What follows belongs to an exercise in optimizing a design on an open flow for small area, a short achievable clock period and few clock cycles; a production flow would make more cautious choices.
Function was checked by simulation only, so behaviour that the tests miss may differ from the original.
Power is estimated from default activity; no workload was simulated.

## flow/config.mk

```make
export PLATFORM = sky130hd
export DESIGN_NAME = positional_list_store_top
export DESIGN_NICKNAME = positional_list_store_top
export VERILOG_FILES = /design/flow/design.v
export SDC_FILE = /design/flow/constraint.sdc
export NUM_CORES = 4
export LEC_CHECK = 0
export CAP_MARGIN = 20
export CORE_MARGIN = 2
export CORE_UTILIZATION = 40
export CTS_CLUSTER_DIAMETER = 150
export CTS_CLUSTER_SIZE = 30
export PLACE_DENSITY = 0.45
export SETUP_SLACK_MARGIN = 3.0
export SLEW_MARGIN = 20
```

## flow/constraint.sdc

```tcl
create_clock -name core_clock -period 5.0 [get_ports {i_clk}]
set_input_delay 1.0000 -clock core_clock [delete_from_list [all_inputs] [get_ports {i_clk}]]
set_output_delay 1.0000 -clock core_clock [all_outputs]
set_load 0.01 [all_outputs]
```

## flow/design.v

```verilog
package pls_pkg;
    typedef enum logic [1:0] {
        CMD_INSERT = 2'd0,
        CMD_DELETE = 2'd1,
        CMD_LENGTH = 2'd2,
        CMD_STREAM = 2'd3
    } t_cmd;
    typedef enum logic [1:0] {
        ST_OK      = 2'd0,
        ST_BAD_POS = 2'd1,
        ST_EMPTY   = 2'd2,
        ST_FULL    = 2'd3
    } t_status;
    typedef struct packed {
        t_cmd               command;
        logic [5:0]         position;
        logic signed [31:0] value;
    } t_request;
    typedef struct packed {
        t_status            status;
        logic signed [31:0] entry;
        logic [6:0]         length;
        logic               last;
    } t_result;
    typedef enum logic [1:0] {
        MV_HOLD  = 2'd0,    
        MV_LEFT  = 2'd1,    
        MV_RIGHT = 2'd2,    
        MV_NEW   = 2'd3     
    } t_move;
endpackage
module pls_step #(
    parameter int SLOT = 0
) (
    input  logic       i_ins,       
    input  logic       i_del,       
    input  logic       i_rot,       
    input  logic [5:0] i_pos,       
    input  logic [5:0] i_count,     
    output logic [3:0] o_sel        
);
    logic w_below;    
    logic w_at;       
    logic w_tail;     
    logic w_l, w_r, w_n;
    assign w_below = (6'(SLOT + 1) < i_pos);
    assign w_at    = (6'(SLOT + 1) == i_pos);
    assign w_tail  = (6'(SLOT + 1) >= i_count);
    assign w_n = (i_rot && w_tail) || (i_ins && w_at);
    assign w_r = (i_rot && !w_tail) || (i_del && !w_below);
    assign w_l = i_ins && !w_below && !w_at;
    assign o_sel = {w_n, w_r, w_l, !(w_n || w_r || w_l)};
endmodule
import pls_pkg::*;
module pls_ram #(
    parameter int DEPTH = 32
) (
    input  logic                     i_clk,
    input  logic [4*DEPTH-1:0]       i_sel,     
    input  logic signed [31:0]       i_new,
    output logic signed [31:0]       o_head     
);
    logic signed [31:0] r_mem [DEPTH];
    for (genvar j = 0; j < DEPTH; j++) begin : g_slot
        logic signed [31:0] w_left, w_right;
        logic               w_h, w_l, w_r, w_n;
        assign w_left  = (j == 0)         ? r_mem[0]         : r_mem[(j == 0) ? 0 : j - 1];
        assign w_right = (j == DEPTH - 1) ? r_mem[DEPTH - 1] : r_mem[(j == DEPTH - 1) ? j : j + 1];
        assign w_h = i_sel[4*j + 0];
        assign w_l = i_sel[4*j + 1];
        assign w_r = i_sel[4*j + 2];
        assign w_n = i_sel[4*j + 3];
        always_ff @(posedge i_clk) begin
            r_mem[j] <= ({32{w_h}} & r_mem[j]) | ({32{w_l}} & w_left)
                      | ({32{w_r}} & w_right)  | ({32{w_n}} & i_new);
        end
    end
    assign o_head = r_mem[0];
endmodule
import pls_pkg::*;
module pls_ctrl
#(
    parameter int CAPACITY = 32
) (
    input  logic                      i_clk,
    input  logic                      i_rst_n,
    input  logic                      i_start,
    input  pls_pkg::t_request         i_req,
    output logic                      o_busy,
    output logic                      o_strobe,
    output pls_pkg::t_result          o_result,
    output logic [4*CAPACITY-1:0]     o_sel,
    output logic signed [31:0]        o_new,
    input  logic signed [31:0]        i_head
);
    logic [5:0]         r_count;
    logic [5:0]         r_count_p1;   
    logic [5:0]         r_count_m1;   
    logic               r_full;       
    logic               r_empty;      
    logic               r_res;        
    pls_pkg::t_status   r_status;     
    logic signed [31:0] r_value;
    logic [5:0]         r_rem;        
    logic               r_busy;
    logic               r_strobe;
    pls_pkg::t_result   r_result;
    logic               w_take;
    logic               w_pos_zero, w_full, w_empty, w_ins_fit, w_del_fit;
    logic               w_ins_ok, w_del_ok, w_str_ok;
    pls_pkg::t_status   w_status;
    logic [5:0]         w_rem;
    logic               w_rot;
    assign w_take = i_start && !r_busy;
    assign w_pos_zero = (i_req.position == 6'd0);
    assign w_full     = r_full;
    assign w_empty    = r_empty;
    assign w_ins_fit  = (i_req.position <= r_count_p1);
    assign w_del_fit  = (i_req.position <= r_count);
    assign w_ins_ok   = (i_req.command == CMD_INSERT) && !w_full  && !w_pos_zero && w_ins_fit;
    assign w_del_ok   = (i_req.command == CMD_DELETE) && !w_empty && !w_pos_zero && w_del_fit;
    assign w_str_ok   = (i_req.command == CMD_STREAM) && !w_empty;
    always_comb begin
        w_status = ST_OK;
        unique case (i_req.command)
            CMD_INSERT: begin
                if (w_full)                        w_status = ST_FULL;
                else if (w_pos_zero || !w_ins_fit) w_status = ST_BAD_POS;
            end
            CMD_DELETE: begin
                if (w_empty)                       w_status = ST_EMPTY;
                else if (w_pos_zero || !w_del_fit) w_status = ST_BAD_POS;
            end
            CMD_STREAM: begin
                if (w_empty)                       w_status = ST_EMPTY;
            end
            default: ;
        endcase
    end
    always_ff @(posedge i_clk) begin
        if (!i_rst_n) begin
            r_count    <= 6'd0;
            r_count_p1 <= 6'd1;
            r_count_m1 <= 6'd63;
            r_full     <= 1'b0;
            r_empty    <= 1'b1;
        end else if (w_take && w_ins_ok) begin
            r_count    <= r_count_p1;
            r_count_p1 <= r_count_p1 + 6'd1;
            r_count_m1 <= r_count;
            r_full     <= (r_count_p1 == 6'(CAPACITY));
            r_empty    <= 1'b0;
        end else if (w_take && w_del_ok) begin
            r_count    <= r_count_m1;
            r_count_p1 <= r_count;
            r_count_m1 <= r_count_m1 - 6'd1;
            r_full     <= 1'b0;
            r_empty    <= (r_count_m1 == 6'd0);
        end
    end
    always_comb begin
        w_rem = 6'd0;
        if (r_rem > 6'd1) begin
            w_rem = r_rem - 6'd1;
        end else if (w_take && w_str_ok) begin
            w_rem = r_count;
        end
    end
    assign w_rot = r_rot;
    logic [4*CAPACITY-1:0] w_sel, r_sel;
    logic                  r_rot;
    for (genvar j = 0; j < CAPACITY; j++) begin : g_move
        pls_step #(
            .SLOT (j)
        ) u_step (
            .i_ins   (w_take && w_ins_ok),
            .i_del   (w_take && w_del_ok),
            .i_rot   (w_rem != 6'd0),
            .i_pos   (i_req.position),
            .i_count (r_count),
            .o_sel   (w_sel[4*j +: 4])
        );
    end
    for (genvar j = 0; j < CAPACITY; j++) begin : g_selr
        always_ff @(posedge i_clk) begin
            r_sel[4*j+1 +: 3] <= w_sel[4*j+1 +: 3];
        end
        assign r_sel[4*j] = !(r_sel[4*j+1] || r_sel[4*j+2] || r_sel[4*j+3]);
    end
    always_ff @(posedge i_clk) begin
        if (!i_rst_n) begin
            r_rot <= 1'b0;
        end else begin
            r_rot <= (w_rem != 6'd0);
        end
    end
    assign o_sel = r_sel;
    assign o_new = w_rot ? i_head : r_value;
    always_ff @(posedge i_clk) begin
        r_value  <= i_req.value;
        r_status <= w_status;
    end
    always_ff @(posedge i_clk) begin
        if (!i_rst_n) begin
            r_res    <= 1'b0;
            r_rem    <= '0;
            r_busy   <= 1'b0;
            r_strobe <= 1'b0;
        end else begin
            r_res    <= w_take && !w_str_ok;
            r_rem    <= w_rem;
            r_busy   <= (w_rem > 6'd1);
            r_strobe <= r_res || w_rot;
        end
    end
    always_ff @(posedge i_clk) begin
        r_result.status <= w_rot ? ST_OK : r_status;
        r_result.entry  <= w_rot ? i_head : '0;
        r_result.length <= 7'(r_count);
        r_result.last   <= !w_rot || (r_rem == 6'd1);
    end
    assign o_busy   = r_busy;
    assign o_strobe = r_strobe;
    assign o_result = r_result;
endmodule
import pls_pkg::*;
module positional_list_store_top
#(
    parameter int CAPACITY = 32
) (
    input  logic        i_clk,
    input  logic        i_rst_n,
    input  logic        start,
    input  logic [39:0] i_item,
    output logic        busy,
    output logic        o_strobe,
    output logic [41:0] o_result
);
    logic [4*CAPACITY-1:0] w_sel;
    logic signed [31:0]    w_new;
    logic signed [31:0]    w_head;
    pls_pkg::t_request     w_req;
    pls_pkg::t_result      w_result;
    assign w_req    = i_item;
    assign o_result = w_result;
    pls_ctrl #(
        .CAPACITY (CAPACITY)
    ) u_ctrl (
        .i_clk    (i_clk),
        .i_rst_n  (i_rst_n),
        .i_start  (start),
        .i_req    (w_req),
        .o_busy   (busy),
        .o_strobe (o_strobe),
        .o_result (w_result),
        .o_sel    (w_sel),
        .o_new    (w_new),
        .i_head   (w_head)
    );
    pls_ram #(
        .DEPTH (CAPACITY)
    ) u_ram (
        .i_clk  (i_clk),
        .i_sel  (w_sel),
        .i_new  (w_new),
        .o_head (w_head)
    );
endmodule
```

## flow/run.sh

```bash
#!/bin/bash
# synth_recipe.tcl (not shown) runs the flow's synth.tcl, then flattens the netlist and writes it again
# the make line also repeats each setting of config.mk as NAME=value (left out here)
make -C /OpenROAD-flow-scripts/flow DESIGN_CONFIG=/design/flow/config.mk WORK_HOME=/design/flow/orfs CLKGATE_MAP_FILE= SYNTH_SCRIPT=/design/flow/synth_recipe.tcl finish
```

==> reports/results.ini, run 1 <==
[outcome]
outcome=complete, no violations

[hold_path]
worst_hold_path.num_cells=1
worstHoldStart=u_ctrl.r_status[1]$_DFF_P_
timing.hold.worst_endpoint=u_ctrl.r_result[41]$_SDFF_PP0_
timing.hold.worst.class=reg2reg

[clock_network]
cts_sinks=1225
tritoncts=done
tritoncts.num_buffers=46
number_of_levels_the_h_tree_was_split_into=2
cts_max_path_bufs=3
latest_clock_arrival_within_the_worst_skew_pair_ns=0.70
ctsRootBufferMaster=sky130_fd_sc_hd__clkbuf_16
worst_path_clk_slew_ns=0.11

[finish]
layout-drive-gt1-share_pct=10.68
filler_cell_count=11430
seq_area_mm2=0.02463
post-route-util_pct=44.59
area_growth_syn_to_layout_pct=10.19
most-common-layout-cells=sky130_fd_sc_hd__nand2_1, sky130_fd_sc_hd__dfxtp_1, sky130_fd_sc_hd__a222oi_1, sky130_fd_sc_hd__buf_4, sky130_fd_sc_hd__nor2_1
n_antenna_cell=0
multi_input_area_mm2=0.02168
final_common_cell=sky130_fd_sc_hd__nand2_1
finish.net_count=5246

[sta]
final_max_slew_violation_count=0
hold_ws_ns=0.4462
final.setup.tns_ns=0
timing.clock.skew_ns=0.02287
worst-slew-pin-transition_ns=0.9722
slew_headroom_pct=35.01
layout_worst_path_cycle_share_pct=44.72
maxClockFrequency_mhz=447.2
setup_violations=0
final.min_clock_period_ns=2.236
layout_setup_ws_ns=2.764
grt_setup_unrepaired=true
timing_hold_violations_final=0

[critical_path]
critical_path_peak_fanout=11
cp_cell_sequence=dlygate4sd2_1 > nand3b_1 > nor4_4 > buf_4 > o31ai_4 > nand4_1 > buf_6 > buf_12 > nand2_4 > o22ai_2
worst_ep_arrival_time_ns=2.85
worst_path_largest_cell_delay_ns=0.37
cp.required_ns=5.61
setup.worst_path.start_class=input pin
worstSetupPathType=in2reg
worstReg2RegEnd=u_ctrl.r_sel[19]$_DFF_P_
ff2ff_path_depth=8
timing.critical_path.to_type=register
rrSetupSlack_ns=2.80
timing.critical_path.from=i_item[38]
slowest_stage=sky130_fd_sc_hd__dlygate4sd2_1
worst_reg2reg_startpoint=u_ctrl.r_rem[1]$_SDFF_PN0_

[routing]
total_number_of_vias=42120
drtPass1Iterations=13
postRouteWirelength_um=164900
final_antenna_net_count=0
per_cell_routed_wire_length_um=24.29
dr.first_iter.drc_count=6937
drt-vias-per-instance=6.205
detail_route.drc_violations=0

[floorplanning]
floorplan.initialDensity_pct=40.46
core_mm2=0.1184
die_width_um=350.1
io_pins=87
fp.dieArea_mm2=0.1225
placement_rows=126
dieHeight_um=350.1

[grt]
maximum_number_of_pins_on_one_net_before_global_route_repair=52
antenna_violations_before_repair=0
grt-ovfl-total=0
grt_first_pass_wirelength_um=258100
overall_global_routing_usage_pct=26.04
via_count_of_the_first_global_routing_pass=40620

[synth]
synth.yosys.seq_area_share_pct=51.19
synthesis.area_mm2=0.04790
synth_enable_flop_cells=0
synth.ff_latch_count=1225
netlist-cell-type-count=57
ys_async_sr_fraction_pct=0
postSynthAreaPerCell_um2=8.845
yosysWarnings=35
synth_cells=5416
synth_ff_type=sky130_fd_sc_hd__dfxtp_1

[placed_design]
detailed_place_hpwl_um=111000
numPortBuffers=85
finalWeightedCongestion=0.8188
pre_cts_slack_ns=1.046

[flow_run]
max_cap_violations=0

[power_and_ir_drop]
worst_ir_drop_vdd_mv=0.3128
finalPower_uw=36770
total_leakage_power_uw=0.02140
power-per-cell-area_mw_per_mm2=696.6

## repair_timing
| item | CTS | global route |
|---|---|---|
| hold buffers | 0 | 0 |
| setup buffers | 51 | 6 |
| gates cloned | 11 | 5 |
| endpoints found under the hold margin | 0 | 0 |
| pin swaps | 43 | 21 |
| resized for setup | 367 | 62 |
| endpoints found under the setup margin | 252 | 207 |
## power by group
part	leakage [uW]	internal, uW	total (uW)	switching, uW
combinational	0.0105	5860	12800	6980
sequential	0.0103	14600	19000	4360
clock	0.000604	1770	4940	3170
total	0.0214	22300	36800	14500
## metal layers
layer / wire length (um) / share of wire (%) / up-vias / GRT usage [%]
met5: 0 / 0 / - / 0
li1: - / - / 19940 / -
met2: 76420 / 46 / 1343 / 43.18
met1: 76160 / 46 / 20650 / 36.21
met4: 3534 / 2.1 / 0 / 6.422
met3: 8774 / 5.3 / 183 / 2.736
## cell type report
cell class,count,area share [%]
timing repair inverter,1,0.009481
timing repair buffer,323,5.461
inverter,89,0.6684
multi-input combinational,3500,41.08
tap,1600,3.792
sequential,1225,46.66
clock inverter,1,0.01422
clock buffer,49,2.323
## Yosys cell counts (5+ instances only)
| cell | n | area, um2 |
|---|---|---|
| sky130_fd_sc_hd__nand3_1 | 9 | 45.04 |
| sky130_fd_sc_hd__a221o_1 | 54 | 540.5 |
| sky130_fd_sc_hd__buf_1 | 28 | 105.1 |
| sky130_fd_sc_hd__nand2_1 | 1930 | 7244 |
| sky130_fd_sc_hd__and3_1 | 5 | 31.28 |
| sky130_fd_sc_hd__o2bb2ai_1 | 10 | 87.58 |
| sky130_fd_sc_hd__a21o_1 | 40 | 300.3 |
| sky130_fd_sc_hd__a222oi_1 | 972 | 9729 |
| sky130_fd_sc_hd__buf_2 | 6 | 30.03 |
| sky130_fd_sc_hd__a31oi_1 | 6 | 37.54 |
| sky130_fd_sc_hd__o21ai_0 | 56 | 280.3 |
| sky130_fd_sc_hd__a21oi_1 | 90 | 450.4 |
| sky130_fd_sc_hd__a22oi_1 | 8 | 60.06 |
| sky130_fd_sc_hd__o22ai_1 | 30 | 187.7 |
| sky130_fd_sc_hd__dfxtp_1 | 1225 | 24520 |
| sky130_fd_sc_hd__inv_1 | 86 | 322.8 |
| sky130_fd_sc_hd__o21bai_1 | 6 | 45.04 |
| sky130_fd_sc_hd__clkbuf_1 | 575 | 2158 |
| sky130_fd_sc_hd__and2_1 | 40 | 250.2 |
| sky130_fd_sc_hd__ha_1 | 17 | 212.7 |
| sky130_fd_sc_hd__nand4_1 | 5 | 31.28 |
| sky130_fd_sc_hd__nor2_1 | 92 | 345.3 |
| sky130_fd_sc_hd__nor3_1 | 43 | 215.2 |
| sky130_fd_sc_hd__o32ai_1 | 10 | 87.58 |
| sky130_fd_sc_hd__nand2b_1 | 6 | 37.54 |
## critical path: cells and delay by family
kind                   cells  cell delay (ns)
AOI/OAI and AO/OA          2             0.28
buffers and inverters      4             0.83
and+or+nand+nor            4             0.74
## worst max path at each step
stage	slack [ns]	end	cells past startpoint
6_report	2.76	u_ctrl.r_sel[19]$_DFF_P_	10
5_1_grt	2.72	u_ctrl.r_sel[6]$_DFF_P_	9
4_1_cts	2.76	busy	1
3_5_place_dp	1.05	u_ctrl.r_sel[23]$_DFF_P_	8
3_3_place_gp	1.07	u_ctrl.r_sel[23]$_DFF_P_	8
2_1_floorplan	2.47	u_ctrl.r_count_m1[1]$_SDFFE_PN1P_	7
## sequential cells by signal (all words and copies together) (netlist names)
name / cells
u_ram.r_mem: 1024
u_ctrl.r_sel: 96
u_ctrl.r_result: 41
u_ctrl.r_value: 32
u_ctrl.r_count: 6
u_ctrl.r_count_m1: 6
u_ctrl.r_count_p1: 6
u_ctrl.r_rem: 6
u_ctrl.r_status: 2
u_ctrl.r_busy: 1
u_ctrl.r_empty: 1
u_ctrl.r_full: 1
u_ctrl.r_res: 1
u_ctrl.r_rot: 1
u_ctrl.r_strobe: 1
## cell families after synthesis
kind of cell | after synthesis | synth area share (%)
AO/OA/AOI/OAI | 1308 | 25.13
flip-flops | 1225 | 51.19
adder cells (fa/ha/maj) | 17 | 0.4440
buffers and inverters | 702 | 5.571
XOR/XNOR | 3 | 0.05486
other | 1 | 0.007828
AND/OR/NAND/NOR | 2160 | 17.60
## through the flow
stage | std cells | instance area [um2]
floorplan | 5417 | 48290
global placement | 6664 | 50190
detailed placement | 6665 | 50230
CTS | 6777 | 52380
global route | 6788 | 52790
finish | 6788 | 52790
Testbench counts, summed over its fixed seeds: cycles 5,065.
==> run 2: changes to the inputs <==
--- a/flow/design.v
+++ b/flow/design.v
@@ -42,11 +42,13 @@
     logic w_below;    
     logic w_at;       
     logic w_tail;     
+    logic w_inlist;   
     logic w_l, w_r, w_n;
     assign w_below = (6'(SLOT + 1) < i_pos);
     assign w_at    = (6'(SLOT + 1) == i_pos);
     assign w_tail  = (6'(SLOT + 1) >= i_count);
-    assign w_n = (i_rot && w_tail) || (i_ins && w_at);
+    assign w_inlist = (6'(SLOT) <= i_count);
+    assign w_n = (i_rot && w_tail) || (i_ins && w_at && w_inlist);
     assign w_r = (i_rot && !w_tail) || (i_del && !w_below);
     assign w_l = i_ins && !w_below && !w_at;
     assign o_sel = {w_n, w_r, w_l, !(w_n || w_r || w_l)};
@@ -102,12 +104,17 @@
     pls_pkg::t_status   r_status;     
     logic signed [31:0] r_value;
     logic [5:0]         r_rem;        
-    logic               r_busy;
+    logic               r_busy;       
+    logic               r_rem_gt2;    
+    logic               r_cnt_gt1;    
+    logic               w_rot_nx;     
+    logic               w_busy_nx;
     logic               r_strobe;
     pls_pkg::t_result   r_result;
     logic               w_take;
     logic               w_pos_zero, w_full, w_empty, w_ins_fit, w_del_fit;
     logic               w_ins_ok, w_del_ok, w_str_ok;
+    logic               w_ins_go, w_del_go;
     pls_pkg::t_status   w_status;
     logic [5:0]         w_rem;
     logic               w_rot;
@@ -120,6 +127,8 @@
     assign w_ins_ok   = (i_req.command == CMD_INSERT) && !w_full  && !w_pos_zero && w_ins_fit;
     assign w_del_ok   = (i_req.command == CMD_DELETE) && !w_empty && !w_pos_zero && w_del_fit;
     assign w_str_ok   = (i_req.command == CMD_STREAM) && !w_empty;
+    assign w_ins_go   = (i_req.command == CMD_INSERT) && !w_full  && !w_pos_zero;
+    assign w_del_go   = (i_req.command == CMD_DELETE) && !w_empty && !w_pos_zero;
     always_comb begin
         w_status = ST_OK;
         unique case (i_req.command)
@@ -144,18 +153,21 @@
             r_count_m1 <= 6'd63;
             r_full     <= 1'b0;
             r_empty    <= 1'b1;
+            r_cnt_gt1  <= 1'b0;
         end else if (w_take && w_ins_ok) begin
             r_count    <= r_count_p1;
             r_count_p1 <= r_count_p1 + 6'd1;
             r_count_m1 <= r_count;
             r_full     <= (r_count_p1 == 6'(CAPACITY));
             r_empty    <= 1'b0;
+            r_cnt_gt1  <= !r_empty;
         end else if (w_take && w_del_ok) begin
             r_count    <= r_count_m1;
             r_count_p1 <= r_count;
             r_count_m1 <= r_count_m1 - 6'd1;
             r_full     <= 1'b0;
             r_empty    <= (r_count_m1 == 6'd0);
+            r_cnt_gt1  <= (r_count_m1 > 6'd1);
         end
     end
     always_comb begin
@@ -167,15 +179,17 @@
         end
     end
     assign w_rot = r_rot;
+    assign w_rot_nx  = r_busy || (i_start && w_str_ok);
+    assign w_busy_nx = r_rem_gt2 || (!r_busy && i_start && w_str_ok && r_cnt_gt1);
     logic [4*CAPACITY-1:0] w_sel, r_sel;
     logic                  r_rot;
     for (genvar j = 0; j < CAPACITY; j++) begin : g_move
         pls_step #(
             .SLOT (j)
         ) u_step (
-            .i_ins   (w_take && w_ins_ok),
-            .i_del   (w_take && w_del_ok),
-            .i_rot   (w_rem != 6'd0),
+            .i_ins   (w_take && w_ins_go),
+            .i_del   (w_take && w_del_go),
+            .i_rot   (w_rot_nx),
             .i_pos   (i_req.position),
             .i_count (r_count),
             .o_sel   (w_sel[4*j +: 4])
@@ -191,7 +205,7 @@
         if (!i_rst_n) begin
             r_rot <= 1'b0;
         end else begin
-            r_rot <= (w_rem != 6'd0);
+            r_rot <= w_rot_nx;
         end
     end
     assign o_sel = r_sel;
@@ -205,11 +219,13 @@
             r_res    <= 1'b0;
             r_rem    <= '0;
             r_busy   <= 1'b0;
+            r_rem_gt2 <= 1'b0;
             r_strobe <= 1'b0;
         end else begin
             r_res    <= w_take && !w_str_ok;
             r_rem    <= w_rem;
-            r_busy   <= (w_rem > 6'd1);
+            r_busy   <= w_busy_nx;
+            r_rem_gt2 <= (w_rem > 6'd2);
             r_strobe <= r_res || w_rot;
         end
     end
--- a/flow/config.mk
+++ b/flow/config.mk
@@ -8,8 +8,8 @@
 export CAP_MARGIN = 20
 export CORE_MARGIN = 2
 export CORE_UTILIZATION = 40
-export CTS_CLUSTER_DIAMETER = 150
-export CTS_CLUSTER_SIZE = 30
+export CTS_CLUSTER_DIAMETER = 120
+export CTS_CLUSTER_SIZE = 24
 export PLACE_DENSITY = 0.45
 export SETUP_SLACK_MARGIN = 3.0
 export SLEW_MARGIN = 20
==> run 2 against run 1 <==
Net effect: global-route usage up 2.5 points; sequential power fell by 2%; maximum frequency up 0.94%; synthesized area rose by 0.56%; clock power up 9.5%; total power fell by 11%; register-to-register slack improved by 0.05 ns; synthesized cell count rose by 0.78%; clock-buffer cell count increased by 10; design area grew 0.84%; combinational power shrank 33%; wire length rose by 11%.
==> reports/results.ini, run 2 <==
[outcome]
outcome=complete, no violations

[finish]
layoutNonFillerInstCount=6829
largest_register_ffs=1024
final_area_mm2=0.05323
multi_input_area_mm2=0.02200
seq_area_mm2=0.02465
registers.top_by_ff_count=u_ram.r_mem
layout-drive-gt1-share_pct=10.31
largestRegisters=u_ram.r_mem: 1024 flops, u_ctrl.r_sel: 96 flops, u_ctrl.r_result: 41 flops
area_growth_syn_to_layout_pct=10.50
most-common-layout-cells=sky130_fd_sc_hd__nand2_1, sky130_fd_sc_hd__dfxtp_1, sky130_fd_sc_hd__a222oi_1, sky130_fd_sc_hd__buf_4, sky130_fd_sc_hd__nor2_1
final_common_cell=sky130_fd_sc_hd__nand2_1
n_antenna_cell=0
finish.net_count=5275
filler_cell_count=11650

[critical_path]
ff2ff_path_depth=9
setup.worst_path.start_class=register
worst-path-buf-inv=1
worstReg2RegEnd=u_ctrl.r_count_p1[3]$_SDFFE_PN0P_
critical_path_peak_fanout=2
cp.required_ns=4.00
rrSetupSlack_ns=2.85
cp_cell_sequence=buf_6
critical-path-top-delay-family=flip-flops
timing.critical_path.to_type=primary output
worst_ep_arrival_time_ns=1.22
worst_path_largest_cell_delay_ns=0.37
worstSetupPathType=reg2out
worst_reg2reg_startpoint=u_ctrl.r_count[4]$_SDFFE_PN0P_
slowest_stage=sky130_fd_sc_hd__dfxtp_4

[floorplanning]
floorplan.initialDensity_pct=40.26
core_mm2=0.1197
io_pins=87
die_width_um=351.0
dieHeight_um=351.0
fp.dieArea_mm2=0.1232
placement_rows=127

[sta]
maxClockFrequency_mhz=451.4
final.min_clock_period_ns=2.215
timing_hold_violations_final=0
layout_worst_path_cycle_share_pct=44.31
slew_headroom_pct=30.82
worst-slew-pin-transition_ns=1.035
timing.clock.skew_ns=0.03569
final.setup.tns_ns=0
setup_violations=0
hold_ws_ns=0.4463
grt_setup_unrepaired=true
final_max_slew_violation_count=0

[placed_design]
detailed_place_hpwl_um=123200
numPortBuffers=85
finalWeightedCongestion=0.8564
placed_cells_incl_taps=6693
detailed_place.area_mm2=0.05029

[synth]
synth_cells=5458
synth.yosys.seq_area_share_pct=50.99
yosys.area.top_type=sky130_fd_sc_hd__dfxtp_1
yosysMostFrequentCell=sky130_fd_sc_hd__nand2_1
commonest_cells_post_synth=sky130_fd_sc_hd__nand2_1, sky130_fd_sc_hd__dfxtp_1, sky130_fd_sc_hd__a222oi_1
ys_async_sr_fraction_pct=0
postSynthAreaPerCell_um2=8.826
synthTopCellsByArea=sky130_fd_sc_hd__dfxtp_1, sky130_fd_sc_hd__a222oi_1, sky130_fd_sc_hd__nand2_1, sky130_fd_sc_hd__clkbuf_1, sky130_fd_sc_hd__a221o_1
synth_enable_flop_cells=0
synthesis.area_mm2=0.04817
synth_top_area_share_pct=50.99
synth.ff_latch_count=1227
synth_ff_type=sky130_fd_sc_hd__dfxtp_1
yosysWarnings=35
netlist-cell-type-count=68

[grt]
via_count_of_the_first_global_routing_pass=40560
overall_global_routing_usage_pct=28.57
grt_first_pass_wirelength_um=273300
antenna_violations_before_repair=0
maximum_number_of_pins_on_one_net_before_global_route_repair=51
grt-ovfl-total=0

[hold_path]
worstHoldStart=u_ctrl.r_status[1]$_DFF_P_
timing.hold.worst_endpoint=u_ctrl.r_result[41]$_SDFF_PP0_
worst_hold_path.num_cells=1
timing.hold.worst.class=reg2reg

[flow_run]
max_cap_violations=0

[power_and_ir_drop]
total_leakage_power_uw=0.02313
worst_ir_drop_vdd_mv=0.3620
power-per-cell-area_mw_per_mm2=612.2

[routing]
drt-vias-per-instance=6.317
highest_layer=met4
dr.first_iter.drc_count=7456
wl_met1_um=75630
final_antenna_net_count=0
met2_length_um=88660
wl_met3_um=11530
drtPass1Iterations=12
detail_route.drc_violations=0
total_number_of_vias=43140
per_cell_routed_wire_length_um=26.89
postRouteWirelength_um=183600

[clock_network]
cts_sinks=1227
ctsRootBufferMaster=sky130_fd_sc_hd__clkbuf_16
tritoncts=done
tritoncts.num_buffers=57
worst_path_clk_slew_ns=0.10
latest_clock_arrival_within_the_worst_skew_pair_ns=0.72
number_of_levels_the_h_tree_was_split_into=2
cts_max_path_bufs=3

## run 2: changes by cell type after synthesis, sizes merged, moves of 9 or more
| cell | change |
|---|---|
| a31oi | +9 |
| buf | -9 |
| clkbuf | +14 |
| nand2 | +9 |
| nor2 | +16 |
| o21ai | -15 |
| o2bb2ai | -9 |
## run 2: worst max-delay path by stage
stage                                         from                                 to  slack (ns)  cells past startpoint
final                     u_ctrl.r_busy$_SDFF_PN0_                               busy        2.78                      1
after CTS                 u_ctrl.r_busy$_SDFF_PN0_                               busy        2.74                      1
after global routing      u_ctrl.r_busy$_SDFF_PN0_                               busy        2.76                      1
after floorplan                         i_item[35]  u_ctrl.r_count_m1[5]$_SDFFE_PN1P_        2.47                      8
after global placement                  i_item[37]  u_ctrl.r_count_p1[3]$_SDFFE_PN0P_        0.98                      9
after detailed placement                i_item[37]  u_ctrl.r_count_p1[3]$_SDFFE_PN0P_        0.96                      9
## run 2: where the power goes
part           total, uW  switching [uW]  internal, uW  leakage [uW]
Sequential         18600            4560         14000        0.0103
Combinational       8580            5130          3460        0.0121
Clock               5410            3300          2120      0.000739
## run 2: layout make-up
cell class / count / share of cell area, %
inverter: 91 / 0.7099
clock inverter: 3 / 0.06111
tap: 1612 / 3.789
sequential: 1227 / 46.31
multi-input combinational: 3532 / 41.32
timing repair buffer: 305 / 5.035
clock buffer: 59 / 2.774
## run 2: metrics by stage
step	power, uW	setup WS [ns]	utilization, %
after global placement	26850	0.9780	42.02
after floorplan	22850	2.471	-
after detailed placement	27060	0.9605	42.03
after CTS	32560	2.739	43.97
after global routing	34530	2.756	44.49
final	32590	2.785	44.49
## run 2: kinds of logic (layout without fill, tap and decap cells)
group	after synthesis	in the layout	synth area share (%)
xor+xnor	4	4	0.07274
flops	1227	1227	50.99
fa+ha+maj	18	18	0.4675
simple gates	2189	2194	17.71
other cells	1	2	0.007784
compound gates	1307	1311	25.07
buf+inv	709	458	5.615
mux	3	3	0.06753
## run 2: routing by layer
metal,GRT usage [%],vias up
li1,-,20030
met1,36.09,21250
met2,49.00,1562
met3,3.527,297
met4,12.16,0
met5,0,-
## run 2: repair_timing
item,4_1_cts,5_1_grt
pin swaps,26,43
resized for setup,369,78
setup buffers,38,26
hold buffers,0,0
setup endpoints to repair,840,225
cloned,7,3
Testbench counts of run 2, summed over its fixed seeds: cycles 5,065.
==> run 3: changes to the inputs <==
--- a/flow/config.mk
+++ b/flow/config.mk
@@ -7,9 +7,9 @@
 export LEC_CHECK = 0
 export CAP_MARGIN = 20
 export CORE_MARGIN = 2
-export CORE_UTILIZATION = 40
+export CORE_UTILIZATION = 55
 export CTS_CLUSTER_DIAMETER = 120
 export CTS_CLUSTER_SIZE = 24
-export PLACE_DENSITY = 0.45
+export PLACE_DENSITY = 0.6
 export SETUP_SLACK_MARGIN = 3.0
 export SLEW_MARGIN = 20
==> run 3 against run 2 <==
Net effect: sequential share of layout area up 0.84 points; sequential cell count unchanged; first-iteration DRC count up 10%; clock skew down 0.011 ns; synthesized cell count unchanged; wire length down 17%; maximum frequency down 2.6%; non-clock buffer count down 1; cell count down 6.8%.
==> reports/results.ini, run 3 <==
[outcome]
outcome=complete, no violations

[hold_path]
timing.hold.worst.class=reg2reg

[power_and_ir_drop]
worst_ir_drop_vdd_mv=0.3982
total_leakage_power_uw=0.02306
finalPower_uw=31400
power-per-cell-area_mw_per_mm2=600.1

[sta]
layout_worst_path_cycle_share_pct=45.49
maxClockFrequency_mhz=439.6
final.min_clock_period_ns=2.275
slew_headroom_pct=27.35
final.setup.tns_ns=0
final_max_slew_violation_count=0
worst-slew-pin-transition_ns=1.087
grt_setup_unrepaired=true
timing.clock.skew_ns=0.02482
timing_hold_violations_final=0
setup_violations=0
hold_ws_ns=0.4493

[clock_network]
tritoncts.num_buffers=57
ctsRootBufferMaster=sky130_fd_sc_hd__clkbuf_16
latest_clock_arrival_within_the_worst_skew_pair_ns=0.67
holdBufCountCts=0
tritoncts=done
cts_max_path_bufs=3
number_of_levels_the_h_tree_was_split_into=2
worst_path_clk_slew_ns=0.11
cts_sinks=1227

[floorplanning]
placement_rows=108
die_width_um=300.0
io_pins=87
core_mm2=0.08675
dieHeight_um=300.0
fp.dieArea_mm2=0.08997
floorplan.initialDensity_pct=55.53

[synth]
synth.yosys.seq_area_share_pct=50.99
synth_compound_area_share_pct=25.07
synth_cells=5458
yosysMostFrequentCell=sky130_fd_sc_hd__nand2_1
yosys.area.top_type=sky130_fd_sc_hd__dfxtp_1
yosys-mux-area-fraction_pct=0.06753
synthXorXnorAreaFrac_pct=0.07272
commonest_cells_post_synth=sky130_fd_sc_hd__nand2_1, sky130_fd_sc_hd__dfxtp_1, sky130_fd_sc_hd__a222oi_1
ys_async_sr_fraction_pct=0
dominant_combinational_cell_family_by_area_after_synthesis=compound AO/OA/AOI/OAI gates
postSynthAreaPerCell_um2=8.826
synth.ff_latch_count=1227
synth_top_area_share_pct=50.99
synth_enable_flop_cells=0
synth_ff_type=sky130_fd_sc_hd__dfxtp_1
synth_simple_gate_area_share_pct=17.71
netlist-cell-type-count=68
synthTopCellsByArea=sky130_fd_sc_hd__dfxtp_1, sky130_fd_sc_hd__a222oi_1, sky130_fd_sc_hd__nand2_1, sky130_fd_sc_hd__clkbuf_1, sky130_fd_sc_hd__a221o_1
yosysWarnings=35
post_synth_fa_ha_maj_area_fraction_pct=0.4675
synthesis.area_mm2=0.04817

[grt]
antenna_violations_before_repair=0
via_count_of_the_first_global_routing_pass=41260
overall_global_routing_usage_pct=32.66
grt-ovfl-total=0
maximum_number_of_pins_on_one_net_before_global_route_repair=40
grt_first_pass_wirelength_um=242700

[placed_design]
numPortBuffers=85
detailed_place_hpwl_um=100700
finalWeightedCongestion=0.8867

[routing]
detail_route.drc_violations=0
final_antenna_net_count=0
postRouteWirelength_um=152600
total_number_of_vias=43200
per_cell_routed_wire_length_um=23.97
drtPass1Iterations=17
drt-vias-per-instance=6.784
dr.first_iter.drc_count=8231

[finish]
n_antenna_cell=0
largest_register_ffs=1024
filler_cell_count=7526
largestRegisters=u_ram.r_mem: 1024 flops, u_ctrl.r_sel: 96 flops, u_ctrl.r_result: 41 flops
most-common-layout-cells=sky130_fd_sc_hd__nand2_1, sky130_fd_sc_hd__dfxtp_1, sky130_fd_sc_hd__a222oi_1, sky130_fd_sc_hd__buf_4, sky130_fd_sc_hd__nor2_1
finish.net_count=5273
area_growth_syn_to_layout_pct=8.607
registers.top_by_ff_count=u_ram.r_mem
layout-drive-gt1-share_pct=9.918
final_common_cell=sky130_fd_sc_hd__nand2_1

[critical_path]
setup.worst_path.start_class=input pin
timing.critical_path.to_type=register
worstSetupPathType=in2reg
cp.required_ns=5.57
critical_path_peak_fanout=5
worst_ep_arrival_time_ns=2.84

[flow_run]
max_cap_violations=0

run 3: final cells by class:
class,instances,area [um2],share of cell area (%)
flip-flops and latches,1227,24670,47.15
multi-input cells,3531,21740,41.55
repair buffers,304,2633,5.032
well taps,1155,1445,2.762
clock buffers,58,1440,2.753
inverters,91,370.4,0.7079
clock inverters,2,22.52,0.04305
run 3: power by group:
group / switching, uW / internal, uW / total, uW / leakage [uW]
registers: 3890 / 14000 / 17900 / 0.0103
logic: 4870 / 3420 / 8290 / 0.0121
clock network: 3120 / 2060 / 5180 / 0.000722
total: 11900 / 19500 / 31400 / 0.0231
run 3: layer usage:
metal,vias to the layer above,routed length [um],global-route usage [%]
li1,20000,-,-
met1,20900,65840,44.17
met2,2026,70590,54.22
met3,279,11630,4.249
met4,0,4545,10.54
met5,-,0,0
run 3: cells by family after synthesis:
family                   after synthesis
AND/OR/NAND/NOR                     2189
adder cells (fa/ha/maj)               18
XOR/XNOR                               4
buffers and inverters                709
flip-flops                          1227
other                                  1
multiplexers                           3
AO/OA/AOI/OAI                       1307
run 3: metrics by stage:
step	instance area (um2)	setup WS (ns)	utilization, %	cells
after floorplan	48520	2.471	-	5459
after global placement	49780	1.177	57.38	6245
after detailed placement	49780	1.127	57.38	6245
after CTS	51930	2.745	59.86	6352
after global routing	52320	2.618	60.31	6368
final	52320	2.725	60.31	6368
run 3: what timing repair did:
item,4_1_cts,5_1_grt
pin swaps,29,24
cloned,11,0
buffers inserted,36,16
setup endpoints to repair,1184,286
resized for setup,328,50
run 3: worst paths after layout:
kind | startpoint | end | slack [ns] | depth (start not counted)
max | i_item[34] | u_ctrl.r_count_p1[3]$_SDFFE_PN0P_ | 2.73 | 11
min | u_ctrl.r_res$_SDFF_PN0_ | u_ctrl.r_strobe$_SDFF_PN0_ | 0.45 | 2
max reg2reg | u_ctrl.r_count[5]$_SDFFE_PN0P_ | u_ctrl.r_count_p1[2]$_SDFFE_PN0P_ | 2.73 | 11
min reg2reg | u_ctrl.r_res$_SDFF_PN0_ | u_ctrl.r_strobe$_SDFF_PN0_ | 0.45 | 2
run 3: worst max-delay path, stage by stage:
cell and delay, ns:
sky130_fd_sc_hd__buf_4 0.13, sky130_fd_sc_hd__buf_6 0.11, sky130_fd_sc_hd__ha_1 0.19, sky130_fd_sc_hd__a21o_1 0.16, sky130_fd_sc_hd__a31oi_1 0.18, sky130_fd_sc_hd__o211ai_1 0.11
sky130_fd_sc_hd__buf_4 0.17, sky130_fd_sc_hd__a21oi_4 0.18, sky130_fd_sc_hd__buf_6 0.16, sky130_fd_sc_hd__a311oi_1 0.12, sky130_fd_sc_hd__a2111oi_2 0.34
==> run 4: changes to the inputs <==
==> flow/config.mk (replaced) <==
export PLATFORM = sky130hd
export DESIGN_NAME = positional_list_store_top
export DESIGN_NICKNAME = positional_list_store_top
export VERILOG_FILES = /design/flow/design.v
export SDC_FILE = /design/flow/constraint.sdc
export NUM_CORES = 4
export LEC_CHECK = 0
export CAP_MARGIN = 10
export CORE_MARGIN = 2
export CORE_UTILIZATION = 40
export CTS_CLUSTER_DIAMETER = 120
export CTS_CLUSTER_SIZE = 24
export PLACE_DENSITY = 0.45
export SETUP_SLACK_MARGIN = 3.0
export SLEW_MARGIN = 10
==> run 4 against run 3 <==
Net effect: still clean; non-clock buffer count grew 2; global-route usage down 4.0 points; critical path depth is 10 lower; synthesized area unchanged; wire length rose by 21%; largest cell class unchanged; sequential cell count unchanged; register-to-register slack better by 0.12 ns; core utilization decreased by 16 points; via count about the same; worst setup slack better by 0.068 ns.
==> reports/results.ini, run 4 <==
[sta]
maxClockFrequency_mhz=453.1
final_max_slew_violation_count=0
timing_hold_violations_final=0
grt_setup_unrepaired=true
layout_worst_path_cycle_share_pct=44.14
final.min_clock_period_ns=2.207
setup_violations=0
final.setup.tns_ns=0
slew_headroom_pct=33.80
timing.clock.skew_ns=0.02723
layout_setup_ws_ns=2.793
hold_ws_ns=0.4450
worst-slew-pin-transition_ns=0.9904

[clock_network]
ctsRootBufferMaster=sky130_fd_sc_hd__clkbuf_16
latest_clock_arrival_within_the_worst_skew_pair_ns=0.71
cts_max_path_bufs=3
tritoncts=done
tritoncts.num_buffers=57
number_of_levels_the_h_tree_was_split_into=2
holdBufCountCts=0
cts_sinks=1227
worst_path_clk_slew_ns=0.10

[flow_run]
max_cap_violations=0

[critical_path]
critical_path_peak_fanout=2
cp_cell_sequence=buf_6
worst-path-buf-inv=1
timing.critical_path.to_type=primary output
rrSetupSlack_ns=2.85
cp.required_ns=4.00
worst_reg2reg_startpoint=u_ctrl.r_count[4]$_SDFFE_PN0P_
worst_ep_arrival_time_ns=1.21
setup.worst_path.start_class=register
worst_path_largest_cell_delay_ns=0.37
ff2ff_path_depth=10
worstSetupPathType=reg2out
worstReg2RegEnd=u_ctrl.r_count_p1[2]$_SDFFE_PN0P_
slowest_stage=sky130_fd_sc_hd__dfxtp_4
critical-path-top-delay-family=flip-flops

[floorplanning]
io_pins=87
floorplan.initialDensity_pct=40.26
core_mm2=0.1197
placement_rows=127
dieHeight_um=351.0
die_width_um=351.0
fp.dieArea_mm2=0.1232

[hold_path]
worst_hold_path.num_cells=2
worstHoldStart=u_ctrl.r_res$_SDFF_PN0_
timing.hold.worst.class=reg2reg
timing.hold.worst_endpoint=u_ctrl.r_strobe$_SDFF_PN0_

[routing]
postRouteWirelength_um=185200
dr.first_iter.drc_count=7696
drt-vias-per-instance=6.325
drtPass1Iterations=14
detail_route.drc_violations=0
total_number_of_vias=43210
final_antenna_net_count=0
per_cell_routed_wire_length_um=27.11

[power_and_ir_drop]
part_of_the_power_in_combinational_logic_pct=26.4
power.switching_fraction_pct=39.88
total_leakage_power_uw=0.02315
cell_internal_pwr_uw=19630
power-per-cell-area_mw_per_mm2=612.2
worst_ir_drop_vdd_mv=0.3217
power.net_switching_uw=13020
p_clk_share_pct=16.6
p_seq_share_pct=56.9

[synth]
yosysWarnings=35
synthesis.area_mm2=0.04817
postSynthAreaPerCell_um2=8.826
yosysMostFrequentCell=sky130_fd_sc_hd__nand2_1
synthTopCellsByArea=sky130_fd_sc_hd__dfxtp_1, sky130_fd_sc_hd__a222oi_1, sky130_fd_sc_hd__nand2_1, sky130_fd_sc_hd__clkbuf_1, sky130_fd_sc_hd__a221o_1
synth.ff_latch_count=1227
commonest_cells_post_synth=sky130_fd_sc_hd__nand2_1, sky130_fd_sc_hd__dfxtp_1, sky130_fd_sc_hd__a222oi_1
synth_cells=5458
synth_top_area_share_pct=50.99
yosys.area.top_type=sky130_fd_sc_hd__dfxtp_1
synth_ff_type=sky130_fd_sc_hd__dfxtp_1
synth_enable_flop_cells=0
synth.yosys.seq_area_share_pct=50.99
netlist-cell-type-count=68
ys_async_sr_fraction_pct=0

[grt]
antenna_violations_before_repair=1
grt-ovfl-total=0
via_count_of_the_first_global_routing_pass=40210
overall_global_routing_usage_pct=28.61
maximum_number_of_pins_on_one_net_before_global_route_repair=51
grt_first_pass_wirelength_um=273500

[finish]
finish.net_count=5277
layout-drive-gt1-share_pct=10.40
most-common-layout-cells=sky130_fd_sc_hd__nand2_1, sky130_fd_sc_hd__dfxtp_1, sky130_fd_sc_hd__a222oi_1, sky130_fd_sc_hd__buf_4, sky130_fd_sc_hd__nor2_1
n_antenna_cell=0
final_common_cell=sky130_fd_sc_hd__nand2_1
multi_input_area_mm2=0.02199
area_growth_syn_to_layout_pct=10.71
largestRegisters=u_ram.r_mem: 1024 flops, u_ctrl.r_sel: 96 flops, u_ctrl.r_result: 41 flops
largest_register_ffs=1024
registers.top_by_ff_count=u_ram.r_mem
filler_cell_count=11620
seq_area_mm2=0.02465

[placed_design]
detailed_place_hpwl_um=123200
pre_cts_slack_ns=1.000
numPortBuffers=85
finalWeightedCongestion=0.8564

[outcome]
outcome=complete, no violations

-- run 4: cell types whose count changed in the layout (fill, tap and decap cells not counted), moves of 5 or more --
cell and delta:
sky130_fd_sc_hd__buf_2 -11, sky130_fd_sc_hd__buf_8 +7, sky130_fd_sc_hd__dfxtp_1 +9, sky130_fd_sc_hd__buf_4 -15, sky130_fd_sc_hd__buf_6 +19, sky130_fd_sc_hd__a21o_1 -16, sky130_fd_sc_hd__a21o_4 +18, sky130_fd_sc_hd__dfxtp_2 -8
sky130_fd_sc_hd__nor3_4 +5
-- run 4: how the worst max path moves through the flow --
stage | startpoint | to | cells past startpoint
2_1_floorplan | i_item[35] | u_ctrl.r_count_m1[5]$_SDFFE_PN1P_ | 8
3_3_place_gp | i_item[37] | u_ctrl.r_count_p1[3]$_SDFFE_PN0P_ | 9
3_5_place_dp | i_item[37] | u_ctrl.r_count_p1[3]$_SDFFE_PN0P_ | 9
4_1_cts | u_ctrl.r_busy$_SDFF_PN0_ | busy | 1
5_1_grt | u_ctrl.r_busy$_SDFF_PN0_ | busy | 1
6_report | u_ctrl.r_busy$_SDFF_PN0_ | busy | 1
-- run 4: per-stage QoR --
step | instance area (um2) | std cells | utilization (%) | total power, uW
after floorplan | 48520 | 5459 | - | 22850
after global placement | 50280 | 6693 | 42.02 | 26850
after detailed placement | 50300 | 6694 | 42.04 | 27060
after CTS | 52750 | 6809 | 44.08 | 32590
after global routing | 53330 | 6831 | 44.57 | 34600
final | 53330 | 6831 | 44.57 | 32650
-- run 4: logic make-up (layout without fill, tap and decap cells) --
kind of cell	after synthesis	after routing	synth area share, %
and+or+nand+nor	2189	2193	17.71
other	1	2	0.007784
adders and majority gates	18	18	0.4675
buffers and inverters	709	459	5.615
AOI/OAI and AO/OA	1307	1313	25.07
xor gates and xnor gates	4	4	0.07274
DFF	1227	1227	50.99
muxes	3	3	0.06753
-- run 4: power by group through the flow --
stage | Clock [uW] | Sequential, uW | Combinational (uW)
after floorplan | 0 | 16400 | 6470
after global placement | 0 | 18700 | 8180
after detailed placement | 0 | 18700 | 8380
after CTS | 5610 | 18400 | 8530
after global routing | 5890 | 18900 | 9820
final | 5430 | 18600 | 8630
-- run 4: final cells by class --
cell class,instances,share of cell area (%)
sequential,1227,46.23
multi-input combinational,3533,41.23
timing repair buffer,306,5.229
tap,1612,3.782
clock buffer,59,2.768
inverter,91,0.7015
clock inverter,3,0.06334
-- run 4: what timing repair did --
action                                  4_1_cts  5_1_grt
cloned                                        8        3
pin swaps                                    26       35
buffers inserted                             45       19
gates resized for setup                     385       86
endpoints found under the setup margin      837      299
-- run 4: routing by layer --
metal	vias to the layer above	part of all wire (%)	global-route usage (%)
met5	-	0.0070	0
li1	20030	-	-
met4	2	4.5	12.67
met2	1573	48	48.43
met1	21300	42	36.59
met3	306	5.8	3.379
==> run 5: changes to the inputs <==
--- a/flow/config.mk
+++ b/flow/config.mk
@@ -11,5 +11,5 @@
 export CTS_CLUSTER_DIAMETER = 120
 export CTS_CLUSTER_SIZE = 24
 export PLACE_DENSITY = 0.45
-export SETUP_SLACK_MARGIN = 3.0
+export SETUP_SLACK_MARGIN = 2.9
 export SLEW_MARGIN = 10
==> run 5 against run 4 <==
Net effect: die area did not move; clock skew up 0.0096 ns; critical path depth did not move; sequential cell count did not move; sequential power barely moved; via count down 0.32%; synthesized cell count did not move; cell count shrank 0.10%; core utilization decreased by 0.45 points; non-clock buffer count down 5; global-route usage up 0.16 points; largest power group unchanged; highest routed layer is now met4.
==> reports/results.ini, run 5 <==
[power_and_ir_drop]
power.net_switching_uw=13030
power-per-cell-area_mw_per_mm2=617.1
worst_ir_drop_vdd_mv=0.3702
cell_internal_pwr_uw=19550
p_clk_share_pct=16.7
power.switching_fraction_pct=40.00
total_leakage_power_uw=0.02304
p_seq_share_pct=57.6
part_of_the_power_in_combinational_logic_pct=25.7

[critical_path]
timing.critical_path.to_type=primary output
cp_cell_sequence=buf_6
worst_ep_arrival_time_ns=1.21
worst_reg2reg_startpoint=u_ctrl.r_count[5]$_SDFFE_PN0P_
critical_path_peak_fanout=2
rrSetupSlack_ns=2.79
worstSetupPathType=reg2out
worst_path_largest_cell_delay_ns=0.37
worstReg2RegEnd=u_ctrl.r_count_p1[2]$_SDFFE_PN0P_
worst-path-buf-inv=1
setup.worst_path.start_class=register
slowest_stage=sky130_fd_sc_hd__dfxtp_4
critical-path-top-delay-family=flip-flops
cp.required_ns=4.00
ff2ff_path_depth=11

[routing]
dr.first_iter.drc_count=7638
total_number_of_vias=43070
drt-vias-per-instance=6.311
final_antenna_net_count=0
detail_route.drc_violations=0
postRouteWirelength_um=183800
drtPass1Iterations=12
per_cell_routed_wire_length_um=26.94

[finish]
multi_input_area_mm2=0.02161
final_common_cell=sky130_fd_sc_hd__nand2_1
most-common-layout-cells=sky130_fd_sc_hd__nand2_1, sky130_fd_sc_hd__dfxtp_1, sky130_fd_sc_hd__a222oi_1, sky130_fd_sc_hd__buf_4, sky130_fd_sc_hd__nor2_1
largest_register_ffs=1024
largestRegisters=u_ram.r_mem: 1024 flops, u_ctrl.r_sel: 96 flops, u_ctrl.r_result: 41 flops
registers.top_by_ff_count=u_ram.r_mem
area_growth_syn_to_layout_pct=9.579
layout-drive-gt1-share_pct=9.674
finish.net_count=5269
filler_cell_count=11690
seq_area_mm2=0.02466

[synth]
synth.yosys.seq_area_share_pct=50.99
synth_cells=5458
commonest_cells_post_synth=sky130_fd_sc_hd__nand2_1, sky130_fd_sc_hd__dfxtp_1, sky130_fd_sc_hd__a222oi_1
netlist-cell-type-count=68
yosysWarnings=35
synth_top_area_share_pct=50.99
postSynthAreaPerCell_um2=8.826
ys_async_sr_fraction_pct=0
synthesis.area_mm2=0.04817
synthTopCellsByArea=sky130_fd_sc_hd__dfxtp_1, sky130_fd_sc_hd__a222oi_1, sky130_fd_sc_hd__nand2_1, sky130_fd_sc_hd__clkbuf_1, sky130_fd_sc_hd__a221o_1
yosys.area.top_type=sky130_fd_sc_hd__dfxtp_1
yosysMostFrequentCell=sky130_fd_sc_hd__nand2_1
synth_enable_flop_cells=0
synth_ff_type=sky130_fd_sc_hd__dfxtp_1
synth.ff_latch_count=1227

[placed_design]
detailed_place_hpwl_um=123300
finalWeightedCongestion=0.8635
pre_cts_slack_ns=1.046
numPortBuffers=85

[floorplanning]
dieHeight_um=351.0
die_width_um=351.0
fp.dieArea_mm2=0.1232
core_mm2=0.1197
io_pins=87
floorplan.initialDensity_pct=40.26
placement_rows=127

[sta]
layout_worst_path_cycle_share_pct=44.12
setup_violations=0
maxClockFrequency_mhz=453.3
slew_headroom_pct=32.94
timing.clock.skew_ns=0.03687
worst-slew-pin-transition_ns=1.003
timing_hold_violations_final=0
final.setup.tns_ns=0
hold_ws_ns=0.4449
grt_setup_unrepaired=true
final_max_slew_violation_count=0
final.min_clock_period_ns=2.206
layout_setup_ws_ns=2.794

[grt]
via_count_of_the_first_global_routing_pass=40870
antenna_violations_before_repair=3
maximum_number_of_pins_on_one_net_before_global_route_repair=51
grt-ovfl-total=0
grt_first_pass_wirelength_um=275300
overall_global_routing_usage_pct=28.78

[clock_network]
number_of_levels_the_h_tree_was_split_into=2
tritoncts=done
ctsRootBufferMaster=sky130_fd_sc_hd__clkbuf_16
holdBufCountCts=0
latest_clock_arrival_within_the_worst_skew_pair_ns=0.74
tritoncts.num_buffers=57
cts_sinks=1227
cts_max_path_bufs=3
worst_path_clk_slew_ns=0.10

[hold_path]
timing.hold.worst_endpoint=u_ctrl.r_result[41]$_SDFF_PP0_
timing.hold.worst.class=reg2reg
worst_hold_path.num_cells=1
worstHoldStart=u_ctrl.r_status[1]$_DFF_P_

[flow_run]
max_cap_violations=0

[outcome]
outcome=complete, no violations

==> run 5: cell counts after synthesis <==
Identical to the previous run, type by type.
==> run 5: logic make-up after synthesis <==
kind of cell | Yosys count | synth area share [%]
other | 1 | 0.007784
AOI/OAI and AO/OA | 1307 | 25.07
adders and majority gates | 18 | 0.4675
buffers and inverters | 709 | 5.615
DFF | 1227 | 50.99
and+or+nand+nor | 2189 | 17.71
muxes | 3 | 0.06753
xor gates and xnor gates | 4 | 0.07274
==> run 5: per-stage QoR <==
step,utilization (%),total power (uW),area [um2],cells
after global placement,42.03,26920,50290,6702
final,44.12,32580,52790,6824
after global routing,44.12,34570,52790,6824
after CTS,43.83,32590,52450,6806
after detailed placement,42.03,27130,50290,6702
after floorplan,-,22820,48410,5459
==> run 5: layout make-up <==
type / instances / area share [%]
Sequential cell: 1227 / 46.72
Clock inverter: 2 / 0.07348
Tap cell: 1612 / 3.821
Clock buffer: 59 / 2.797
Inverter: 91 / 0.6850
Multi-Input combinational cell: 3530 / 40.94
Antenna cell: 2 / 0.009481
Timing Repair Buffer: 301 / 4.951
==> run 5: worst max-delay path by stage <==
stage	slack [ns]	endpoint	cells past startpoint	startpoint
6_report	2.79	busy	1	u_ctrl.r_busy$_SDFF_PN0_
5_1_grt	2.71	u_ctrl.r_count_m1[5]$_SDFFE_PN1P_	10	u_ctrl.r_count[5]$_SDFFE_PN0P_
4_1_cts	2.74	busy	1	u_ctrl.r_busy$_SDFF_PN0_
3_5_place_dp	1.05	u_ctrl.r_count_p1[3]$_SDFFE_PN0P_	9	i_item[37]
3_3_place_gp	1.04	u_ctrl.r_count_p1[3]$_SDFFE_PN0P_	9	i_item[37]
2_1_floorplan	2.47	u_ctrl.r_count_m1[5]$_SDFFE_PN1P_	8	i_item[35]
==> run 5: power groups by stage <==
stage / clock [uW] / sequential, uW / combinational, uW
floorplan: 0 / 16400 / 6440
global placement: 0 / 18900 / 8070
detailed placement: 0 / 18900 / 8270
CTS: 5610 / 18600 / 8350
global route: 5930 / 19100 / 9550
finish: 5440 / 18800 / 8370
==> run 5: metal layers <==
| layer | up-vias | GRT usage [%] | part of all wire [%] | routed length (um) |
|---|---|---|---|---|
| met3 | 347 | 2.787 | 5.8 | 10600 |
| met2 | 1658 | 48.40 | 48 | 87830 |
| met1 | 21050 | 36.89 | 41 | 76260 |
| met5 | - | 0 | 0 | 0 |
| met4 | 0 | 14.16 | 5.0 | 9112 |
| li1 | 20020 | - | - | - |
==> run 5: repair_timing <==
| action | 4_1_cts | 5_1_grt |
|---|---|---|
| buffers inserted | 36 | 15 |
| endpoints found under the setup margin | 1161 | 124 |
| resized for setup | 336 | 65 |
| pin swaps | 27 | 24 |
| gates cloned | 7 | 1 |
==> run 5: worst reg2reg max path: cells and delay by family, from the launching register on <==
family | cells | cell delay [ns]
buffers and inverters | 4 | 0.49
and+or+nand+nor | 2 | 0.21
DFF | 1 | 0.37
adders and majority gates | 1 | 0.28
AOI/OAI and AO/OA | 4 | 0.75
==> run 6: changes to the inputs <==
--- a/flow/config.mk
+++ b/flow/config.mk
@@ -10,6 +10,6 @@
 export CORE_UTILIZATION = 40
 export CTS_CLUSTER_DIAMETER = 120
 export CTS_CLUSTER_SIZE = 24
-export PLACE_DENSITY = 0.45
-export SETUP_SLACK_MARGIN = 2.9
+export PLACE_DENSITY = 0.5
+export SETUP_SLACK_MARGIN = 3.0
 export SLEW_MARGIN = 10
==> run 6 against run 5 <==
Net effect: first-iteration DRC count fell by 0.80%; highest routed layer unchanged; largest cell class unchanged; cell count barely moved; maximum frequency rose by 0.61%; largest power group unchanged; global-route usage fell by 3.0 points.
==> reports/results.ini, run 6 <==
[floorplanning]
floorplan.initialDensity_pct=40.26
placement_rows=127
core_mm2=0.1197
die_width_um=351.0
fp.dieArea_mm2=0.1232
io_pins=87
dieHeight_um=351.0

[sta]
final.min_clock_period_ns=2.193
final.setup.tns_ns=0
timing_hold_violations_final=0
slew_headroom_pct=37.31
final_max_slew_violation_count=0
setup_violations=0
worst-slew-pin-transition_ns=0.9353
layout_worst_path_cycle_share_pct=43.85
maxClockFrequency_mhz=456.1
timing.clock.skew_ns=0.02656
grt_setup_unrepaired=true

[finish]
most-common-layout-cells=sky130_fd_sc_hd__nand2_1, sky130_fd_sc_hd__dfxtp_1, sky130_fd_sc_hd__a222oi_1, sky130_fd_sc_hd__buf_4, sky130_fd_sc_hd__nor2_1
largestRegisters=u_ram.r_mem: 1024 flops, u_ctrl.r_sel: 96 flops, u_ctrl.r_result: 41 flops
layout-drive-gt1-share_pct=9.985
final_area_mm2=0.05285
final_common_cell=sky130_fd_sc_hd__nand2_1
largest_register_ffs=1024
registers.top_by_ff_count=u_ram.r_mem
post-route-util_pct=44.17
area_growth_syn_to_layout_pct=9.703
n_antenna_cell=0
finish.net_count=5278

[synth]
yosysWarnings=35
synth.yosys.seq_area_share_pct=50.99
synth_cells=5458
synth_enable_flop_cells=0
postSynthAreaPerCell_um2=8.826
synthTopCellsByArea=sky130_fd_sc_hd__dfxtp_1, sky130_fd_sc_hd__a222oi_1, sky130_fd_sc_hd__nand2_1, sky130_fd_sc_hd__clkbuf_1, sky130_fd_sc_hd__a221o_1
synth_top_area_share_pct=50.99
synthesis.area_mm2=0.04817
yosys.area.top_type=sky130_fd_sc_hd__dfxtp_1
yosysMostFrequentCell=sky130_fd_sc_hd__nand2_1
ys_async_sr_fraction_pct=0
commonest_cells_post_synth=sky130_fd_sc_hd__nand2_1, sky130_fd_sc_hd__dfxtp_1, sky130_fd_sc_hd__a222oi_1
synth_ff_type=sky130_fd_sc_hd__dfxtp_1
netlist-cell-type-count=68
synth.ff_latch_count=1227

[clock_network]
number_of_levels_the_h_tree_was_split_into=2
ctsRootBufferMaster=sky130_fd_sc_hd__clkbuf_16
tritoncts=done
holdBufCountCts=0
latest_clock_arrival_within_the_worst_skew_pair_ns=0.71
tritoncts.num_buffers=57
cts_sinks=1227
worst_path_clk_slew_ns=0.11
cts_max_path_bufs=3

[critical_path]
critical_path_peak_fanout=22
worstSetupPathType=in2reg
timing.critical_path.to_type=register
worst_ep_arrival_time_ns=2.78
cp.required_ns=5.59
setup.worst_path.start_class=input pin
ff2ff_path_depth=10

[hold_path]
worst_hold_path.num_cells=2
timing.hold.worst.class=reg2reg

[routing]
drtPass1Iterations=10
per_cell_routed_wire_length_um=23.97
detail_route.drc_violations=0
total_number_of_vias=42630
postRouteWirelength_um=163700
final_antenna_net_count=0
dr.first_iter.drc_count=7577
drt-vias-per-instance=6.241

[outcome]
outcome=complete, no violations

[placed_design]
detailed_place.area_mm2=0.05044
numPortBuffers=85
detailed_place_hpwl_um=109400
finalWeightedCongestion=0.8682

[flow_run]
max_cap_violations=0

[grt]
grt_first_pass_wirelength_um=258100
overall_global_routing_usage_pct=25.75
grt-ovfl-total=0
antenna_violations_before_repair=0
maximum_number_of_pins_on_one_net_before_global_route_repair=51
via_count_of_the_first_global_routing_pass=41290

[power_and_ir_drop]
power-per-cell-area_mw_per_mm2=597.8
worst_ir_drop_vdd_mv=0.3413
total_leakage_power_uw=0.02309

[run 6: cell counts after synthesis]
No cell type changed its count.
[run 6: layout make-up]
| cell class | count | area, um2 |
|---|---|---|
| inverter | 91 | 372.9 |
| multi-input combinational | 3530 | 21720 |
| fill | 11580 | 66810 |
| clock buffer | 57 | 1426 |
| timing repair buffer | 310 | 2625 |
| clock inverter | 3 | 28.78 |
| sequential | 1227 | 24650 |
| tap | 1612 | 2017 |
[run 6: worst max-delay path, cell delays in order]
cell and delay [ns]:
sky130_fd_sc_hd__buf_2 0.12, sky130_fd_sc_hd__buf_6 0.12, sky130_fd_sc_hd__buf_4 0.15, sky130_fd_sc_hd__nor2_4 0.16, sky130_fd_sc_hd__nand3_4 0.20, sky130_fd_sc_hd__nand3_1 0.18
sky130_fd_sc_hd__buf_12 0.18, sky130_fd_sc_hd__nor2_2 0.07, sky130_fd_sc_hd__buf_4 0.14, sky130_fd_sc_hd__buf_6 0.13, sky130_fd_sc_hd__a32oi_1 0.21, sky130_fd_sc_hd__o211ai_1 0.12
[run 6: power breakdown]
group / internal [uW] / total [uW] / leakage [uW] / switching [uW]
sequential: 14000 / 17900 / 0.0103 / 3860
combinational: 3440 / 8440 / 0.0121 / 5000
clock: 2050 / 5270 / 0.000713 / 3220
total: 19500 / 31600 / 0.0231 / 12100
[run 6: path summary, 6_finish.rpt]
kind                                  start                           endpoint  slack, ns
min reg2reg         u_ctrl.r_res$_SDFF_PN0_         u_ctrl.r_strobe$_SDFF_PN0_       0.45
min                 u_ctrl.r_res$_SDFF_PN0_         u_ctrl.r_strobe$_SDFF_PN0_       0.45
max                              i_item[34]  u_ctrl.r_count_m1[5]$_SDFFE_PN1P_       2.81
max reg2reg  u_ctrl.r_count[3]$_SDFFE_PN0P_  u_ctrl.r_count_p1[4]$_SDFFE_PN0P_       2.85
[run 6: metrics by stage]
stage               power [uW]  std cells  hold slack [ns]  worst slack (ns)
finish                   31590       6830           0.4505             2.807
global route             33740       6830           0.4683             2.735
CTS                      31620       6824           0.4603             2.790
detailed placement       26310       6714           0.4379            0.9783
global placement         26060       6714           0.4313             1.011
floorplan                22850       5459           0.3258             2.471
[run 6: metal layers]
metal / GRT usage, % / vias to the layer above / part of all wire, %
li1: - / 20050 / -
met1: 35.43 / 20900 / 46
met2: 42.78 / 1486 / 46
met3: 2.559 / 200 / 5.9
met4: 7.270 / 0 / 2.4
met5: 0 / - / 0
[run 6: logic make-up (layout without fill, tap and decap cells)]
kind of cell / Yosys count / count (layout) / synth area share [%]
other: 1 / 2 / 0.007784
XOR/XNOR: 4 / 4 / 0.07274
buffers and inverters: 709 / 461 / 5.615
flip-flops: 1227 / 1227 / 50.99
multiplexers: 3 / 3 / 0.06753
AND/OR/NAND/NOR: 2189 / 2193 / 17.71
AO/OA/AOI/OAI: 1307 / 1310 / 25.07
adder cells (fa/ha/maj): 18 / 18 / 0.4675
[run 6: what timing repair did]
| action | in CTS | in global routing |
|---|---|---|
| gates cloned | 8 | 1 |
| pin swaps | 34 | 33 |
| buffers inserted | 42 | 5 |
| endpoints found under the setup margin | 305 | 734 |
| gates resized for setup | 324 | 63 |

[separate check: timing with driven ports]
No port has a modelled driver above. Below, the same layouts with a new extraction and two added sets of constraints. Step 1: set_driving_cell puts a clkbuf_16 on i_clk and a buf_2 on each other input, an assumption about the parent block. Step 2 adds t to the input delays and takes it off the output delays; t is the mean of the earliest and latest rising clock arrival at the registers after step 1. Input paths then give back, and output paths get back, about the clock's delay inside the block. Slacks: no drivers / after step 1 / after step 2; pairs: no drivers / after step 1.
run	shift t [ns]	setup slack, ns	worst setup path after step 2
run 1	0.756	2.764 / 2.747 / 2.059	input to register
run 2	0.783	2.785 / 2.712 / 2.086	input to register
run 3	0.729	2.725 / 2.726 / 2.043	input to register
run 4	0.781	2.793 / 2.719 / 2.095	input to register
run 5	0.786	2.794 / 2.725 / 2.065	input to register
run 6	0.772	2.807 / 2.760 / 2.096	input to register
After both steps setup and hold are still met in every run listed. The setup slack of run 5, which loses most, moves by -0.069 ns with the drivers and by -0.729 ns with both steps.
